Context: an optimization exercise on an open-source flow, tuned for small area. The choices shown serve that exercise and are no tape-out recipe. In this exercise RTL edits were held to simulation tests only and were not proved equivalent to the original. Power and IR drop assume default switching activity.

==> module puf_chal_dispatcher, before the edit <==
module puf_chal_dispatcher #(
    parameter int unsigned NUM_REQ = puf_chal_pkg::DefNumReq,
    parameter int unsigned CHAL_W  = puf_chal_pkg::DefChalW,
    parameter int unsigned RNG_W   = puf_chal_pkg::DefRngW,
    parameter int unsigned WARMUP  = 16
) (
    input  logic                       clk,
    input  logic                       reset,
    input  logic [RNG_W-1:0]           rng_word,
    input  logic [NUM_REQ-1:0]         req,
    output logic [NUM_REQ-1:0]         gnt,
    output logic [CHAL_W-1:0]          chal,
    output logic                       chal_valid,
    output logic [$clog2(NUM_REQ)-1:0] chal_id,
    output logic                       ready
);
    localparam int unsigned SLICES = puf_chal_pkg::slices(RNG_W, CHAL_W);
    localparam int unsigned IDW    = $clog2(NUM_REQ);
    localparam int unsigned SIW    = $clog2(SLICES);
    logic               warm_n_q, load_q, serve_q;
    logic [SIW-1:0]     cnt_q;       
    logic [IDW-1:0]     rr_ptr_q;
    logic               valid_q;
    logic               hold_inv_q;
    logic [RNG_W-1:0]   hold_q;
    logic               arb_any;
    logic [IDW-1:0]     arb_idx;
    logic               grant;
    puf_rr_arbiter #(
        .NUM_REQ (NUM_REQ)
    ) u_arb (
        .req_i    (req),
        .rr_ptr_i (rr_ptr_q),
        .any_o    (arb_any),
        .idx_o    (arb_idx)
    );
    assign grant = serve_q & arb_any;
    always_ff @(posedge clk or negedge reset) begin
        if (!reset) begin
            warm_n_q <= 1'b0;
            load_q   <= 1'b0;
            serve_q  <= 1'b0;
            cnt_q    <= '0;
            rr_ptr_q <= '0;
            valid_q  <= 1'b0;
        end else begin
            valid_q <= grant;
            if (!warm_n_q || grant) begin
                cnt_q <= cnt_q + SIW'(1);
            end
            if (grant) begin
                rr_ptr_q <= arb_idx + IDW'(1);
            end
            if (!warm_n_q) begin
                if (cnt_q == SIW'(WARMUP - 1)) begin
                    warm_n_q <= 1'b1;
                    load_q   <= 1'b1;
                end
            end else if (load_q) begin
                load_q  <= 1'b0;
                serve_q <= 1'b1;
            end else if (grant && (cnt_q == SIW'(SLICES - 1))) begin
                load_q  <= 1'b1;
                serve_q <= 1'b0;
            end
        end
    end
    logic             shift;
    logic             hold_keep;
    logic             top_keep;
    logic [RNG_W-1:0] hold_d;
    assign shift     = grant & (cnt_q != '0);
    assign hold_keep = ~(shift | load_q);
    assign top_keep  = serve_q | ~warm_n_q;
    for (genvar b = 0; b < RNG_W - CHAL_W; b++) begin : g_hold
        assign hold_d[b] = ~((hold_q[b] & hold_keep) | (hold_q[b + CHAL_W] & shift)
                             | (rng_word[b] & load_q));
    end
    for (genvar b = RNG_W - CHAL_W; b < RNG_W; b++) begin : g_top
        assign hold_d[b] = ~((hold_q[b] | load_q) & (rng_word[b] | top_keep));
    end
    always_ff @(posedge clk) begin
        hold_q     <= hold_d;
        hold_inv_q <= load_q | ~hold_inv_q;
    end
    logic [IDW-1:0] last_id;
    assign last_id = rr_ptr_q - IDW'(1);
    always_comb begin
        gnt = '0;
        gnt[last_id] = valid_q;
    end
    assign chal       = hold_q[CHAL_W-1:0] ^ {CHAL_W{hold_inv_q}};
    assign chal_valid = valid_q;
    assign chal_id    = last_id;
    assign ready      = serve_q;
endmodule
==> flow/config.mk <==
export PLATFORM = sky130hd
export DESIGN_NAME = puf_chal_dispatcher
export DESIGN_NICKNAME = puf_chal_dispatcher
export VERILOG_FILES = /design/flow/design.v
export SDC_FILE = /design/flow/constraint.sdc
export NUM_CORES = 4
export LEC_CHECK = 0
export CAP_MARGIN = 20
export CORE_AREA = 4 4 376 376
export DIE_AREA = 0 0 380 380
export SLEW_MARGIN = 20
==> flow/constraint.sdc <==
create_clock -name core_clock -period 5.0 [get_ports {clk}]
set_input_delay 1.0000 -clock core_clock [delete_from_list [all_inputs] [get_ports {clk}]]
set_output_delay 1.0000 -clock core_clock [all_outputs]
set_load 0.01 [all_outputs]
standard.sh (not shown) runs the stock make flow with config.mk's settings and CLKGATE_MAP_FILE= SYNTH_SCRIPT=/design/flow/synth_recipe.tcl, a recipe that flattens the netlist after the stock synthesis.
==> flow/flow/run.sh <==
#!/bin/bash
set -euo pipefail
here=$(pwd)
flowdir=$here/flow

# Synthesis script: synth_recipe.tcl with abc's -script argument replaced.
{
  echo 'proc abc {args} {'
  echo '  set i [lsearch -exact $args -script]'
  echo "  if { \$i >= 0 } { lset args [expr {\$i + 1}] $flowdir/abc_amap.script }"
  echo '  yosys abc {*}$args'
  echo '}'
  cat "$here/synth_recipe.tcl"
} > "$here/own_synth.tcl"

sed -e "s#SYNTH_SCRIPT=[^ ]*synth_recipe.tcl#SYNTH_SCRIPT=$here/own_synth.tcl 'BUFFER_PORTS_ARGS=-buffer_cell sky130_fd_sc_hd__buf_1' 'CTS_ARGS=-sink_clustering_enable -repair_clock_nets -dont_use_dummy_load -sink_clustering_size 20 -sink_clustering_max_diameter 100'#" \
  "$here/standard.sh" > "$here/own_standard.sh"
grep -q own_synth.tcl "$here/own_standard.sh"

bash "$here/own_standard.sh" > "$here/own_flow.log" 2>&1
==> flow/flow/abc_amap.script <==
strash
dch
amap
topo
The first run completed without violations.
Next try:
--- a/flow/design.v
+++ b/flow/design.v
@@ -91,25 +91,29 @@
             end else if (grant && (cnt_q == SIW'(SLICES - 1))) begin
                 load_q  <= 1'b1;
                 serve_q <= 1'b0;
             end
         end
     end
-    logic             shift;
+    logic [RNG_W-1:0] ring_next;
+    logic [RNG_W-1:0] rng_rot;
     logic             hold_keep;
-    logic             top_keep;
+    assign ring_next = {hold_q[CHAL_W-1:0], hold_q[RNG_W-1:CHAL_W]};
+    assign rng_rot   = {rng_word[RNG_W-CHAL_W-1:0], rng_word[RNG_W-1:RNG_W-CHAL_W]};
+    assign hold_keep = ~(grant | load_q);
     logic [RNG_W-1:0] hold_d;
-    assign shift     = grant & (cnt_q != '0);
-    assign hold_keep = ~(shift | load_q);
-    assign top_keep  = serve_q | ~warm_n_q;
-    for (genvar b = 0; b < RNG_W - CHAL_W; b++) begin : g_hold
-        assign hold_d[b] = ~((hold_q[b] & hold_keep) | (hold_q[b + CHAL_W] & shift)
-                             | (rng_word[b] & load_q));
-    end
-    for (genvar b = RNG_W - CHAL_W; b < RNG_W; b++) begin : g_top
-        assign hold_d[b] = ~((hold_q[b] | load_q) & (rng_word[b] | top_keep));
+    for (genvar b = 0; b < RNG_W; b++) begin : g_hold
+        puf_hold_cell u_cell (
+            .q_i    (hold_q[b]),
+            .keep_i (hold_keep),
+            .next_i (ring_next[b]),
+            .rot_i  (grant),
+            .rng_i  (rng_rot[b]),
+            .load_i (load_q),
+            .d_no   (hold_d[b])
+        );
     end
     always_ff @(posedge clk) begin
         hold_q     <= hold_d;
         hold_inv_q <= load_q | ~hold_inv_q;
     end
     logic [IDW-1:0] last_id;
@@ -120,6 +124,17 @@
     end
     assign chal       = hold_q[CHAL_W-1:0] ^ {CHAL_W{hold_inv_q}};
     assign chal_valid = valid_q;
     assign chal_id    = last_id;
     assign ready      = serve_q;
 endmodule
+module puf_hold_cell (
+    input  logic q_i,
+    input  logic keep_i,
+    input  logic next_i,
+    input  logic rot_i,
+    input  logic rng_i,
+    input  logic load_i,
+    output logic d_no
+);
+    assign d_no = ~((q_i & keep_i) | (next_i & rot_i) | (rng_i & load_i));
+endmodule
Effect:
- wire length went up by about 5.6%
- synthesized area rose by about 0.65%
- hold slack gets worse by 30 ps
- core utilization grows by 0.10 points
- final area rises by 0.34%
- worst setup slack improves by 320 ps
- clock-buffer cell count went up by 3
- clock power rises by about 3%
- critical path depth goes up by 3
- register-to-register slack gains 320 ps
- global-route usage is higher by 0.96 points
- die area stays the same
- sequential share of layout area goes down by 0.18 points

## static timing again, ports no longer ideal
The flow's constraints put no driver on any port. The routed layouts listed below were extracted and timed again, unchanged, in two steps. Step 1 assumes that a clkbuf_16 drives the clock port and a buf_2 every other input. Step 2, shift: input delay + t, output delay - t, t = (earliest + latest rising clock arrival at the registers) / 2. This alone moves slack from input paths to output paths. a / b / c = no drivers / after step 1 / after step 2; a / b = the first two.
run	shift t [ns]	setup WS [ns]	worst setup path at the end	worst register clock-pin slew, ns
the first run	0.695	0.584 / 0.584 / 0.327	input to register	0.09 / 0.09
the second run	0.692	0.901 / 0.901 / 0.787	input to register	0.09 / 0.09
After both steps every run listed still meets setup and hold. The setup slack of the first run, which loses most, moves by 0.000 ns with the drivers and by -0.257 ns with both steps.
